This is an optimization exercise on Yosys and OpenROAD, whose aim is small area, not a production implementation. Only simulation tests tie the RTL to the original design; equivalence was not proved. Power and IR drop assume default switching activity.

<file path="flow/run.sh">
#!/bin/bash
# synth_recipe.tcl (not shown) runs the flow's synth.tcl, then flattens the netlist and writes it again
# the make line also repeats each setting of config.mk as NAME=value (left out here)
make -C /OpenROAD-flow-scripts/flow DESIGN_CONFIG=/design/flow/config.mk WORK_HOME=/design/flow/orfs CLKGATE_MAP_FILE= SYNTH_SCRIPT=/design/flow/synth_recipe.tcl finish
</file>
<file path="flow/config.mk">
export PLATFORM = sky130hd
export DESIGN_NAME = mipsTop
export DESIGN_NICKNAME = mipsTop
export VERILOG_FILES = /design/flow/design.v
export SDC_FILE = /design/flow/constraint.sdc
export NUM_CORES = 4
export LEC_CHECK = 0
export ABC_AREA = 1
export CAP_MARGIN = 20
export CORE_MARGIN = 2
export CORE_UTILIZATION = 40
export CTS_CLUSTER_DIAMETER = 80
export CTS_CLUSTER_SIZE = 30
export SLEW_MARGIN = 20
</file>
<file path="flow/constraint.sdc">
create_clock -name core_clock -period 10.0 [get_ports {clk}]
set_input_delay 2.0000 -clock core_clock [delete_from_list [all_inputs] [get_ports {clk}]]
set_output_delay 2.0000 -clock core_clock [all_outputs]
set_load 0.01 [all_outputs]
</file>
<file path="flow/design.v">
package cpu_pkg;
	localparam int RING_LEN = 4;    
endpackage
`timescale 1ns/1ps
module regFile (
	input  logic                   clk,
	input  logic [1:0]             ph,
	input  logic                   clr,       
	input  logic [2:0]             rdRing,
	output logic [32-1:0]       rdData,    
	input  logic                   we,
	input  logic [5-1:0] wAddr,
	input  logic [32-1:0]       wData
);
	logic [32-1:0] head [8];
	logic [32-1:0] wd;
	assign wd = clr ? '0 : wData;    
	for (genvar j = 0; j < 8; j++) begin : gRing
		logic [4*32-1:0] ring;
		logic               wr;
		assign wr      = clr || (we && wAddr[4:2] == j && wAddr[1:0] == ph);
		assign head[j] = wr ? wd : ring[32-1:0];
		always_ff @(posedge clk)
			ring <= {head[j], ring[4*32-1:32]};
	end
	assign rdData = head[rdRing];
endmodule
`timescale 1ns/1ps
module dataMem (
	input  logic                    clk,
	input  logic [1:0]              ph,
	input  logic                    clr,
	input  logic [6-1:0] rdWord,
	output logic [32-1:0]        rData,     
	input  logic                    we,        
	input  logic [6-1:0] wrWord,
	input  logic [32-1:0]        wData
);
	logic [32-1:0] din [16];
	logic [32-1:0] wd;
	assign wd = clr ? '0 : wData;    
	for (genvar j = 0; j < 16; j++) begin : gRing
		logic [4*32-1:0] ring;
		logic               wr;
		assign wr      = clr || (we && wrWord[5:2] == j);
		assign din[j]  = wr ? wd : ring[32-1:0];
		always_ff @(posedge clk)
			ring <= {din[j], ring[4*32-1:32]};
	end
	assign rData = din[rdWord[5:2]];
endmodule
`timescale 1ns/1ps
module mipsCore (
	input  logic             clk,
	input  logic             rstN,
	output logic [32-1:0] instrAddr,
	input  logic [32-1:0] instr,
	output logic             rwValid,
	output logic [32-1:0] rwPc,
	output logic [4:0]       rwAddr,
	output logic [32-1:0] rwData,
	output logic             mwValid,
	output logic [32-1:0] mwPc,
	output logic [32-1:0] mwAddr,
	output logic [32-1:0] mwData
);
	logic [1:0]       ph;        
	logic [1:0]       cnt;       
	logic             clr;       
	logic [31:2]      pc;
	logic             taken;     
	logic             gotA;      
	logic [32-1:0] a;
	logic [5:0]       word;      
	logic [32-1:0] r;         
	logic [5:0]       tag;       
	logic             rPend, sPend;
	logic [5:0]  op, fn;
	logic [4:0]  rs, rt, dest;
	logic [15:0] imm;
	logic        isAddu, isSubu, isOri, isLui, isLw, isSw, isBeq, isR, wr, twoOps;
	assign op     = instr[31:26];
	assign fn     = instr[5:0];
	assign rs     = instr[25:21];
	assign rt     = instr[20:16];
	assign imm    = instr[15:0];
	assign isR    = op == 6'h00;
	assign isAddu = isR && fn == 6'h21;
	assign isSubu = isR && fn == 6'h23;
	assign isOri  = op == 6'h0d;
	assign isLui  = op == 6'h0f;
	assign isLw   = op == 6'h23;
	assign isSw   = op == 6'h2b;
	assign isBeq  = op == 6'h04;
	assign dest   = isR ? instr[15:11] : rt;
	assign wr     = (isAddu || isSubu || isOri || isLui || isLw) && dest != 5'd0;
	assign twoOps = isAddu || isSubu || isBeq || isSw;
	logic [32-1:0] head;
	logic [7:0]       addrLo;
	logic             getRs;
	assign getRs = !gotA && rs[1:0] == ph;
	regFile iRegs (.clk(clk), .ph(ph), .clr(clr), .rdRing(getRs ? rs[4:2] : rt[4:2]),
		.rdData(head), .we(rPend), .wAddr(tag[4:0]), .wData(r));
	assign addrLo = head[7:0] + imm[7:0];
	logic             sub;
	logic [32-1:0] opB, sum, alu;
	assign sub = isSubu || isBeq;
	assign opB = isOri ? {16'h0, imm} : (isLw || isSw) ? {{16{imm[15]}}, imm} : head;
	assign sum = a + (sub ? ~opB : opB) + {31'd0, sub};
	always_comb begin
		if (isOri)
			alu = a | opB;
		else if (isLui || isBeq)
			alu = {imm, 16'h0};    
		else if (isSw)
			alu = head;            
		else
			alu = sum;
	end
	logic [32-1:0] memVal, res;
	logic             rFree, ready, done;
	dataMem iDmem (.clk(clk), .ph(ph), .clr(clr), .rdWord(word), .rData(memVal),
		.we(sPend && tag[1:0] == ph), .wrWord(tag), .wData(r));
	assign rFree = !(rPend || sPend) || tag[1:0] == ph;    
	always_comb begin
		if (twoOps)
			ready = gotA && rt[1:0] == ph;
		else if (isLw)
			ready = gotA && word[1:0] == ph;
		else if (isOri)
			ready = gotA;
		else
			ready = 1'b1;
	end
	assign done = !clr && rFree && ready;
	assign res  = isLw ? memVal : alu;
	always_ff @(posedge clk) begin
		if (!rstN) begin
			ph    <= 2'd0;
			cnt   <= 2'd0;
			clr   <= 1'b1;
			pc    <= 32'h3000 >> 2;
			taken <= 1'b0;
			gotA  <= 1'b0;
			rPend <= 1'b0;
			sPend <= 1'b0;
		end else begin
			ph <= ph + 2'd1;
			if (clr) begin
				cnt <= cnt + 2'd1;
				if (cnt == 2'd3)
					clr <= 1'b0;
			end
			if (getRs)
				gotA <= 1'b1;
			if (tag[1:0] == ph) begin    
				rPend <= 1'b0;
				sPend <= 1'b0;
			end
			if (done) begin
				gotA  <= 1'b0;
				rPend <= wr;
				sPend <= isSw;
				taken <= isBeq && sum == '0;
				pc    <= pc + (taken ? {{14{r[31]}}, r[31:16]} : 30'd1);
			end
		end
	end
	always_ff @(posedge clk) begin
		if (getRs) begin
			a    <= head;
			word <= addrLo[7:2];
		end
		if (done) begin
			r   <= res;
			tag <= isSw ? word : {1'b0, dest};
		end
	end
	assign instrAddr = {pc, 2'b00};
	assign rwValid   = done && wr;
	assign rwPc      = {pc, 2'b00};
	assign rwAddr    = dest;
	assign rwData    = res;
	assign mwValid   = done && isSw;
	assign mwPc      = {pc, 2'b00};
	assign mwAddr    = sum;
	assign mwData    = head;
endmodule
`timescale 1ns/1ps
module mipsTop (
	input  logic        clk,
	input  logic        rstN,
	output logic [31:0] instrAddr,
	input  logic [31:0] instr,
	output logic        rwValid,
	output logic [31:0] rwPc,
	output logic [4:0]  rwAddr,
	output logic [31:0] rwData,
	output logic        mwValid,
	output logic [31:0] mwPc,
	output logic [31:0] mwAddr,
	output logic [31:0] mwData
);
	mipsCore iCore (.clk(clk), .rstN(rstN), .instrAddr(instrAddr), .instr(instr),
		.rwValid(rwValid), .rwPc(rwPc), .rwAddr(rwAddr), .rwData(rwData),
		.mwValid(mwValid), .mwPc(mwPc), .mwAddr(mwAddr), .mwData(mwData));
endmodule
</file>
==> results of run 1 <==
## metrics by stage
step                      power (W)  hold WS, ns  setup WS, ns  instance area, µm²
after CTS                    0.0230        0.315         0.237               94300
after global routing         0.0237        0.319        0.0688               94500
final                        0.0229        0.312         0.406               94500
after detailed placement     0.0167        0.312         0.253               90400
after floorplan              0.0153        0.310          2.10               84700
after global placement       0.0167        0.310         0.285               90400
## registers in the layout, summed over array words and instances (netlist names), 2 cells and up
signal,flops
iCore.ph,2
iCore.a,32
iCore.cnt,2
iCore.tag,6
iCore.iDmem.gRing.ring,2048
iCore.iRegs.gRing.ring,1024
iCore.pc,30
iCore.word,6
iCore.r,32
## worst max-delay path, delay by kind of cell
kind | cells | cell delay (ns)
AO/OA/AOI/OAI | 6 | 1.15
XOR/XNOR | 2 | 0.54
adder cells (fa/ha/maj) | 1 | 0.33
buffers and inverters | 6 | 1.89
AND/OR/NAND/NOR | 14 | 1.66
## timing repair
item,in CTS,in global routing
setup endpoints to repair,0,17
hold buffers,0,0
buffers inserted,0,9
resized for setup,0,8
## cell usage in the layout (no fill, tap or decap), types with 6 or more instances in the layout
| cell | n |
|---|---|
| o21a_1 | 8 |
| ha_1 | 69 |
| a2111oi_0 | 7 |
| o21ai_0 | 885 |
| buf_4 | 195 |
| xor2_1 | 57 |
| o21ai_1 | 58 |
| or2_2 | 7 |
| nand2_1 | 1460 |
| clkinv_8 | 7 |
| clkbuf_16 | 134 |
| a22o_1 | 35 |
| nand3_1 | 70 |
| nor2_1 | 136 |
| nor2_4 | 20 |
| nand3_2 | 7 |
| inv_6 | 6 |
| nand4_1 | 108 |
| clkdlybuf4s50_1 | 226 |
| o211ai_1 | 17 |
| nor3_1 | 17 |
| inv_1 | 251 |
| edfxtp_1 | 76 |
| a221oi_1 | 52 |
| buf_12 | 12 |
| clkbuf_1 | 11 |
| nand2_2 | 22 |
| a21oi_1 | 182 |
| xnor2_1 | 18 |
| a21oi_4 | 9 |
| inv_2 | 28 |
| conb_1 | 6 |
| dfxtp_1 | 3111 |
| a211oi_1 | 8 |
| a22oi_1 | 85 |
| a31oi_1 | 14 |
## final timing paths
| path | startpoint | endpoint | slack, ns |
|---|---|---|---|
| setup reg to reg | iCore.ph[0] | iCore.taken | 2.93 |
| setup / recovery | instr[21] | rwData[8] | 0.41 |
| hold / removal | iCore.iRegs.gRing[0].ring[74] | iCore.iRegs.gRing[0].ring[42] | 0.31 |
| hold reg to reg | iCore.iRegs.gRing[0].ring[74] | iCore.iRegs.gRing[0].ring[42] | 0.31 |
## cells by family after synthesis
logic type      Yosys count  share of synthesized area [%]
buf+inv                 683                           3.52
other cells               1                        0.00443
compound gates         1407                           9.37
flops                  3187                           76.2
simple gates           1876                           9.03
xor+xnor                 76                          0.795
fa+ha+maj                71                           1.07
## routing by layer
layer  share of wire, %  track usage, %
met2                 43            32.5
met4                3.3            6.68
met5              0.011               0
met3                5.7            3.23
met1                 48            30.1
## where the power goes
group	switching (W)	internal (W)	leakage (nW)
sequential	0.000281	0.0138	25.9
combinational	0.00167	0.000703	9.67
clock	0.00384	0.00259	1.87
total	0.00579	0.0171	37.4
## cell type report
cell class                      count  area [µm²]  area share, %
Antenna cell                        5        12.5         0.0132
Clock buffer                      147        3420           3.62
Clock inverter                     26         432          0.457
Inverter                          287        1090           1.15
Multi-Input combinational cell   3436       17400           18.5
Sequential cell                  3187       64600           68.3
Tap cell                         2805        3510           3.71
Timing Repair Buffer              436        4010           4.25
==> results.cfg, run 1 <==
[final_layout]
final_cells = 10300
nFillCells = 19200
layout.nets = 7583
syn_to_final_growth_pct = 11.5
final_util_pct = 45.0
drive_above_1_share_pct = 6.60

[min_path]
min_path_cells = 0
hold_path_class = flip-flop to flip-flop

[detailed_routing]
routedWlPerCell_um = 22.4
vias_per_cell = 4.85
postRouteAntennaNets = 0
drc_errors = 0
routed_wl_um = 232000
drt_iter0_markers = 4894
num_vias = 50100
dr.pass1.iters = 7

[setup_path]
critPathCaptureType = output pin
cpMostUsedCell = nand2_1
crit_slowest_cell = clkdlybuf4s50_1
worstPathRequired_ns = 8.00
critPathLaunchType = primary input
crit_fanout = 28
slowest_delay_ns = 0.69
reg2reg_depth = 33
path_class = primary input to output pin
cp_data_arrival_time_ns = 7.59

[outcome]
outcome = complete, no violations

[synth]
synth_area_leader_cell = dfxtp_1
synth.most_common_cell = dfxtp_1
synth_seq_cells = 3187
synth.avg_cell_area_um2 = 11.6
netlist_top_cells_count = dfxtp_1, nand2_1, o21ai_0, inv_1, clkbuf_1
synth_seq_area_share_pct = 76.2
synth.top_cell.area_share_pct = 73.5
yosys-top-cells-area = dfxtp_1, nand2_1, o21ai_0
synth_edf_count = 76
ys_types = 67
synthFlopType = dfxtp_1
syn_area_mm2 = 0.0847
synthCells = 7301
synth-async-reset-ratio_pct = 0
yosysWarnings = 5

[placed_design]
dp.final_hpwl_um = 158000
gp_congestion = 0.978
dp_cells = 10100
port_buffers = 226

[flow_run]
cap_violations = 0

[sta]
max-slew-margin-rel_pct = 18.4
fmax_mhz = 104
slew_viol_final = 0
finalCriticalPeriod_ns = 9.59
setup_viol = 0
worst_pin_slew_ns = 1.22
setup_tns_ns = 0
fin_crit_sh_pct = 95.9
finClkSkew_ns = 0.0448
hold_viol_final = 0
rsz0062_at_grt = no

[global_route]
antenna_found_initial = 13
grt_pass1_wl_um = 335000
grt_max_degree = 65
grt_pass1_vias = 48500
grt_use_total_pct = 21.0
grt_overflow = 0

[power]
leakagePower_nw = 37.4
peakVddDrop_mv = 0.218
p_per_area_mw_per_mm2 = 242

[clock_network]
numCtsBuffers = 130
clock_latency_ns = 0.84
root_buffer = clkbuf_16
clockBufferDepth = 3
clkSinkCount = 3187
clk_pin_slew_ns = 0.10
cts-htree-levels = 4
cts_tree = yes

[floorplanning]
fp.coreArea_mm2 = 0.210
die-area_mm2 = 0.215
fp.dieW_um = 464
rows = 168
io-pin-count = 233
die_h_um = 464
start_util_pct = 40.3
==> run 2: changes to the inputs <==
==> flow/flow/run.sh (new file) <==
#!/bin/bash
# The standard layout, with two changes: the port buffers are the smallest
# buffer (buf_1) instead of the default choice, and clock tree synthesis
# leaves out dummy loads. Everything else, synthesis included, is the standard flow's.
set -euo pipefail
bash standard.sh \
  "BUFFER_PORTS_ARGS=-buffer_cell sky130_fd_sc_hd__buf_1" \
  "CTS_ARGS=-sink_clustering_enable -repair_clock_nets -sink_clustering_size 30 -sink_clustering_max_diameter 80 -dont_use_dummy_load" \
  finish > standard.log 2>&1
==> flow/standard.sh (new file) <==
#!/bin/bash
# synth_recipe.tcl (not shown) runs the flow's synth.tcl, then flattens the netlist and writes it again
# the make line also repeats each setting of config.mk as NAME=value (left out here)
make -C /OpenROAD-flow-scripts/flow DESIGN_CONFIG=/design/flow/config.mk WORK_HOME=/design/flow/orfs CLKGATE_MAP_FILE= SYNTH_SCRIPT=/design/flow/synth_recipe.tcl "${@:-finish}"
removed: flow/run.sh
==> results.cfg, run 2 <==
[outcome]
outcome = complete, no violations

[setup_path]
critPathCaptureType = output pin
slowest_delay_ns = 0.83
r2r-start = iCore.clr
ff2ff_setup_slack_ns = 2.87
critPathLaunchType = flip-flop
reg2reg_depth = 31
crit_slowest_cell = o21ai_0
cpMostUsedCell = nand2_1
crit_fanout = 24
rr_endpoint = iCore.taken
worstPathRequired_ns = 8.00
crit_start = iCore.clr
path_class = flip-flop to output pin
cp_data_arrival_time_ns = 7.65

[final_layout]
final_util_pct = 43.9
largest_reg_flops = 2048
layout.nets = 7534
layout_commonest_cell = dfxtp_1
reg_top3 = iCore.iDmem.gRing.ring: 2048 flops, iCore.iRegs.gRing.ring: 1024 flops
final_cells = 10200
syn_to_final_growth_pct = 8.78
mostFrequentLayoutCells = dfxtp_1, nand2_1, o21ai_0, inv_1, buf_1
drive_above_1_share_pct = 5.59
regMostFlops = iCore.iDmem.gRing.ring

[global_route]
grt_use_total_pct = 20.8
grt_pass1_wl_um = 331000
antenna_found_initial = 19
grt_overflow = 0
grt_max_degree = 65
grt_pass1_vias = 48000

[synth]
synth.most_common_cell = dfxtp_1
yosys-top-cells-area = dfxtp_1, nand2_1, o21ai_0
synth.avg_cell_area_um2 = 11.6
netlist_top_cells_count = dfxtp_1, nand2_1, o21ai_0, inv_1, clkbuf_1
syn_area_mm2 = 0.0847
synthCells = 7301
ys_types = 67
synthFlopType = dfxtp_1
synth_seq_area_share_pct = 76.2
synth.top_cell.area_share_pct = 73.5
synth-async-reset-ratio_pct = 0
synth_edf_count = 76
synth_area_leader_cell = dfxtp_1
yosysWarnings = 5
synth_seq_cells = 3187

[sta]
slew_viol_final = 0
setup_tns_ns = 0
fin_crit_sh_pct = 96.5
setup_viol = 0
rsz0062_at_grt = no
hold_viol_final = 0
fmax_mhz = 104
finClkSkew_ns = 0.0790
worst_pin_slew_ns = 1.37
max-slew-margin-rel_pct = 8.10
finalCriticalPeriod_ns = 9.65

[detailed_routing]
postRouteAntennaNets = 0
routedWlPerCell_um = 22.3
drt_iter0_markers = 4562
dr.pass1.iters = 6
drc_errors = 0
num_vias = 49700
routed_wl_um = 228000
vias_per_cell = 4.85

[placed_design]
dp_cells = 10100
gp_congestion = 0.992
port_buffers = 226
dp.final_hpwl_um = 155000

[clock_network]
clkSinkCount = 3187
root_buffer = clkbuf_16
cts_hold_buf = 0
postCtsSetupRepairBufs = 0
clock_latency_ns = 0.83
cts_resized = 0
clk_pin_slew_ns = 0.11
clockBufferDepth = 3
cts-htree-levels = 4
numCtsBuffers = 133
cts_tree = yes

[floorplanning]
die-area_mm2 = 0.215
start_util_pct = 40.3
die_h_um = 464
rows = 168
fp.dieW_um = 464
fp.coreArea_mm2 = 0.210
io-pin-count = 233

[power]
combPwrFrac_pct = 9.4
peakVddDrop_mv = 0.216
total_power_w = 0.0222
p_int_w = 0.0167
netSwitchingFraction_pct = 24.9
p_per_area_mw_per_mm2 = 241
leakagePower_nw = 36.4
p_sw_w = 0.00553
pwr-share-seq_pct = 63.4
clock_power_share_pct = 27.2

[min_path]
whs_endpoint = iCore.iRegs.gRing[7].ring[81]
min_path_cells = 0
hold_path_class = flip-flop to flip-flop
min_from = iCore.iRegs.gRing[7].ring[113]

[flow_run]
cap_violations = 0
==> run 2: per-stage QoR <==
| step | cell area [µm²] | setup slack [ns] | hold WS (ns) |
|---|---|---|---|
| after floorplan | 84700 | 2.10 | 0.310 |
| after global placement | 88700 | 0.310 | 0.310 |
| after detailed placement | 88800 | 0.331 | 0.312 |
| after CTS | 92100 | 0.319 | 0.268 |
| after global routing | 92100 | 0.0195 | 0.263 |
| final | 92100 | 0.353 | 0.270 |
==> run 2: logic make-up after synthesis <==
| group | synth area share, % |
|---|---|
| AND/OR/NAND/NOR | 9.03 |
| XOR/XNOR | 0.795 |
| AO/OA/AOI/OAI | 9.37 |
| other | 0.00443 |
| adder cells (fa/ha/maj) | 1.07 |
| buffers and inverters | 3.52 |
| flip-flops | 76.2 |
==> run 2: metal layers <==
layer  part of all wire (%)  vias to the layer above  GRT usage, %
li1                       -                    23900             -
met1                     48                    24100          29.7
met2                     44                     1407          32.4
met3                    4.9                      330          2.78
met4                    3.4                        6          7.06
met5                  0.018                        -             0
==> run 2: worst max path at each step <==
stage               cells after the start  slack (ns)         end
finish                                 26        0.35  rwData[29]
global route                           32        0.02  rwData[29]
CTS                                    32        0.32  rwData[29]
detailed placement                     32        0.33  rwData[29]
global placement                       30        0.31  rwData[29]
floorplan                              36        2.10  rwData[28]
==> run 2: worst max-delay path: cells and delay by family (launching register included) <==
family	cells	cell delay, ns
xor+xnor	1	0.10
simple gates	12	2.86
flops	1	0.31
compound gates	5	1.57
buf+inv	7	1.59
fa+ha+maj	1	0.38
==> run 2: cell type report <==
cell class	instances	area, µm²
diodes	6	15.0
clock buffers	133	3330
fillers	19400	118000
inverters	287	1080
multi-input cells	3436	17400
flip-flops and latches	3187	64600
well taps	2805	3510
repair buffers	384	2200
==> run 2: power by group through the flow <==
stage	sequential (W)	combinational (W)	clock, W
finish	0.0141	0.00209	0.00602
global route	0.0142	0.00223	0.00660
CTS	0.0141	0.00209	0.00615
detailed placement	0.0144	0.00208	0
global placement	0.0143	0.00209	0
floorplan	0.0142	0.00108	0
==> run 3: changes to the inputs <==
--- a/flow/design.v
+++ b/flow/design.v
@@ -38,3 +38,3 @@
 );
-	logic [32-1:0] din [16];
+	logic [32-1:0] head [16];
 	logic [32-1:0] wd;
@@ -44,8 +44,10 @@
 		logic               wr;
+		logic [32-1:0]   din;
 		assign wr      = clr || (we && wrWord[5:2] == j);
-		assign din[j]  = wr ? wd : ring[32-1:0];
+		assign head[j] = ring[32-1:0];
+		assign din     = wr ? wd : head[j];
 		always_ff @(posedge clk)
-			ring <= {din[j], ring[4*32-1:32]};
-	end
-	assign rData = din[rdWord[5:2]];
+			ring <= {din, ring[4*32-1:32]};
+	end
+	assign rData = head[rdWord[5:2]];
 endmodule
@@ -128,3 +130,3 @@
 		else if (isLw)
-			ready = gotA && word[1:0] == ph;
+			ready = gotA && word[1:0] == ph && !sPend;    
 		else if (isOri)
--- a/flow/config.mk
+++ b/flow/config.mk
@@ -10,3 +10,3 @@
 export CORE_MARGIN = 2
-export CORE_UTILIZATION = 40
+export CORE_UTILIZATION = 60
 export CTS_CLUSTER_DIAMETER = 80
==> results.cfg, run 3 <==
[clock_network]
clkSinkCount = 3187
clk_pin_slew_ns = 0.09
postCtsSetupRepairBufs = 0
cts_hold_buf = 0
numCtsBuffers = 130
root_buffer = clkbuf_16
clock_latency_ns = 0.80
clockBufferDepth = 3
cts_tree = yes
cts_resized = 0
cts-htree-levels = 4

[global_route]
grt_util_met3_pct = 5.71
grt-busiest-layer = met2
grt_use_total_pct = 33.4
use_met2_pct = 50.8
antenna_found_initial = 21
grt_util_met1_pct = 48.5
grt_overflow = 0
grt_pass1_wl_um = 347000
grt_max_degree = 65
grt_pass1_vias = 48000

[min_path]
hold_path_class = flip-flop to flip-flop
min_path_cells = 0
min_from = iCore.iDmem.gRing[14].ring[57]
whs_endpoint = iCore.iDmem.gRing[14].ring[25]

[synth]
ys_types = 66
netlist_top_cells_count = dfxtp_1, nand2_1, o21ai_0, inv_1, clkbuf_1
syn_area_mm2 = 0.0846
synth_seq_area_share_pct = 76.3
synth_area_leader_cell = dfxtp_1
synthCells = 7261
yosysWarnings = 5
synth.most_common_cell = dfxtp_1
synth_edf_count = 76
synth.avg_cell_area_um2 = 11.7
synth_seq_cells = 3187
synthFlopType = dfxtp_1
yosys-top-cells-area = dfxtp_1, nand2_1, o21ai_0
synth.top_cell.area_share_pct = 73.6
synth-async-reset-ratio_pct = 0

[power]
peakVddDrop_mv = 0.189
leakagePower_nw = 36.3
p_per_area_mw_per_mm2 = 244

[detailed_routing]
num_vias = 51500
routedWlPerCell_um = 26.4
routed_wl_um = 245000
dr.pass1.iters = 6
postRouteAntennaNets = 0
drt_iter0_markers = 5465
drc_errors = 0
vias_per_cell = 5.55

[setup_path]
critPathLaunchType = primary input
path_class = primary input to output pin
slowest_delay_ns = 0.41
critPathCaptureType = output pin
rr_endpoint = iCore.taken
r2r-start = iCore.clr
critPathTopFamily = simple AND/OR/NAND/NOR gates
crit_fanout = 20
worst-path-buf-inv = 6
reg2reg_depth = 28
ff2ff_setup_slack_ns = 2.94
worstPathRequired_ns = 8.00
crit_slowest_cell = ha_1
cp_data_arrival_time_ns = 7.47

[floorplanning]
die_h_um = 380
die-area_mm2 = 0.144
io-pin-count = 233
rows = 137
start_util_pct = 60.6
fp.dieW_um = 380
fp.coreArea_mm2 = 0.140

[final_layout]
drive_above_1_share_pct = 5.61
syn_to_final_growth_pct = 7.48
reg_top3 = iCore.iDmem.gRing.ring: 2048 flops, iCore.iRegs.gRing.ring: 1024 flops
largest_reg_flops = 2048
regMostFlops = iCore.iDmem.gRing.ring
final_util_pct = 65.1
layout.nets = 7506
mostFrequentLayoutCells = dfxtp_1, nand2_1, o21ai_0, inv_1, buf_1
layout_commonest_cell = dfxtp_1

[placed_design]
gp_congestion = 1.00
dp.final_hpwl_um = 168000
port_buffers = 226

[sta]
finClkSkew_ns = 0.0857
slew_viol_final = 0
setup_viol = 0
fmax_mhz = 106
fin_hold_ws_ns = 0.285
fin_crit_sh_pct = 94.7
finalCriticalPeriod_ns = 9.47
max-slew-margin-rel_pct = 15.1
worst_pin_slew_ns = 1.27
rsz0062_at_grt = no
setup_tns_ns = 0
hold_viol_final = 0

[flow_run]
cap_violations = 0

[outcome]
outcome = complete, no violations
==> run 3: final cells by class <==
type,count,area (µm²)
flip-flops and latches,3187,64600
fillers,11000,48700
multi-input cells,3351,17400
clock buffers,130,3250
well taps,1876,2350
repair buffers,390,2140
inverters,341,1280
diodes,3,7.51
==> run 3: power by group <==
| group | switching (W) | internal [W] |
|---|---|---|
| combinational | 0.00167 | 0.000461 |
| clock | 0.00359 | 0.00235 |
| sequential | 0.000325 | 0.0138 |
| total | 0.00558 | 0.0166 |
==> run 3: per-layer routing <==
metal | up-vias | share of wire (%)
met5 | - | 0.023
met4 | 8 | 4.1
met3 | 469 | 7.9
met2 | 2029 | 43
met1 | 25200 | 45
li1 | 23800 | -
==> run 3: how the worst max path moves through the flow <==
stage | end | cells past startpoint | startpoint
after floorplan | rwData[22] | 28 | instr[21]
after global placement | rwData[22] | 30 | instr[21]
after detailed placement | rwData[22] | 30 | instr[21]
after CTS | rwData[22] | 30 | instr[21]
after global routing | rwData[22] | 29 | instr[21]
final | rwData[22] | 30 | instr[21]
==> run 3: logic make-up after synthesis <==
logic type,after synthesis,share of synthesized area (%)
AO/OA/AOI/OAI,1481,9.95
XOR/XNOR,79,0.827
adder cells (fa/ha/maj),71,1.07
buffers and inverters,728,3.62
flip-flops,3187,76.3
other,1,0.00443
AND/OR/NAND/NOR,1714,8.23
==> run 3: stage by stage <==
| stage | total power (W) | instance area, µm² | setup slack [ns] | instances |
|---|---|---|---|---|
| after CTS | 0.0222 | 90900 | 0.713 | 9273 |
| final | 0.0222 | 91000 | 0.528 | 9278 |
| after floorplan | 0.0153 | 84600 | 2.16 | 7266 |
| after global placement | 0.0164 | 87600 | 0.786 | 9142 |
| after detailed placement | 0.0164 | 87600 | 0.730 | 9143 |
| after global routing | 0.0228 | 90900 | 0.201 | 9275 |
==> run 3: worst reg2reg max path, delay by kind of cell, from the launching register on <==
family	cells	cell delay [ns]
AO/OA/AOI/OAI	5	1.21
XOR/XNOR	2	0.50
adder cells (fa/ha/maj)	1	0.30
buffers and inverters	4	1.74
flip-flops	1	0.33
AND/OR/NAND/NOR	16	2.94

[separate check: timing with driven ports]
Ports are ideal in the flow. The routed layouts listed here were re-timed in OpenROAD.
Step 1 assumes that a clkbuf_16 drives the clock port and a buf_2 every other input.
Step 2 times the ports against the registers' clock, not the clock port: input delays grow and output delays shrink by t, the midpoint of the rising clock arrivals with the driver on.
a / b / c = ideal / step 1 / step 2; a / b = the first two.
| run | shift t [ns] | setup WS [ns] | worst register clock-pin slew, ns |
|---|---|---|---|
| run 1 | 0.907 | 0.406 / 0.377 / 0.377 | 0.12 / 0.12 |
| run 2 | 0.871 | 0.353 / 0.266 / 0.337 | 0.11 / 0.11 |
| run 3 | 0.835 | 0.528 / 0.505 / 0.505 | 0.11 / 0.11 |
After both steps setup and hold are still met in every run listed. The setup slack of run 1, which loses most, moves by -0.029 ns with the drivers and by -0.029 ns with both steps.
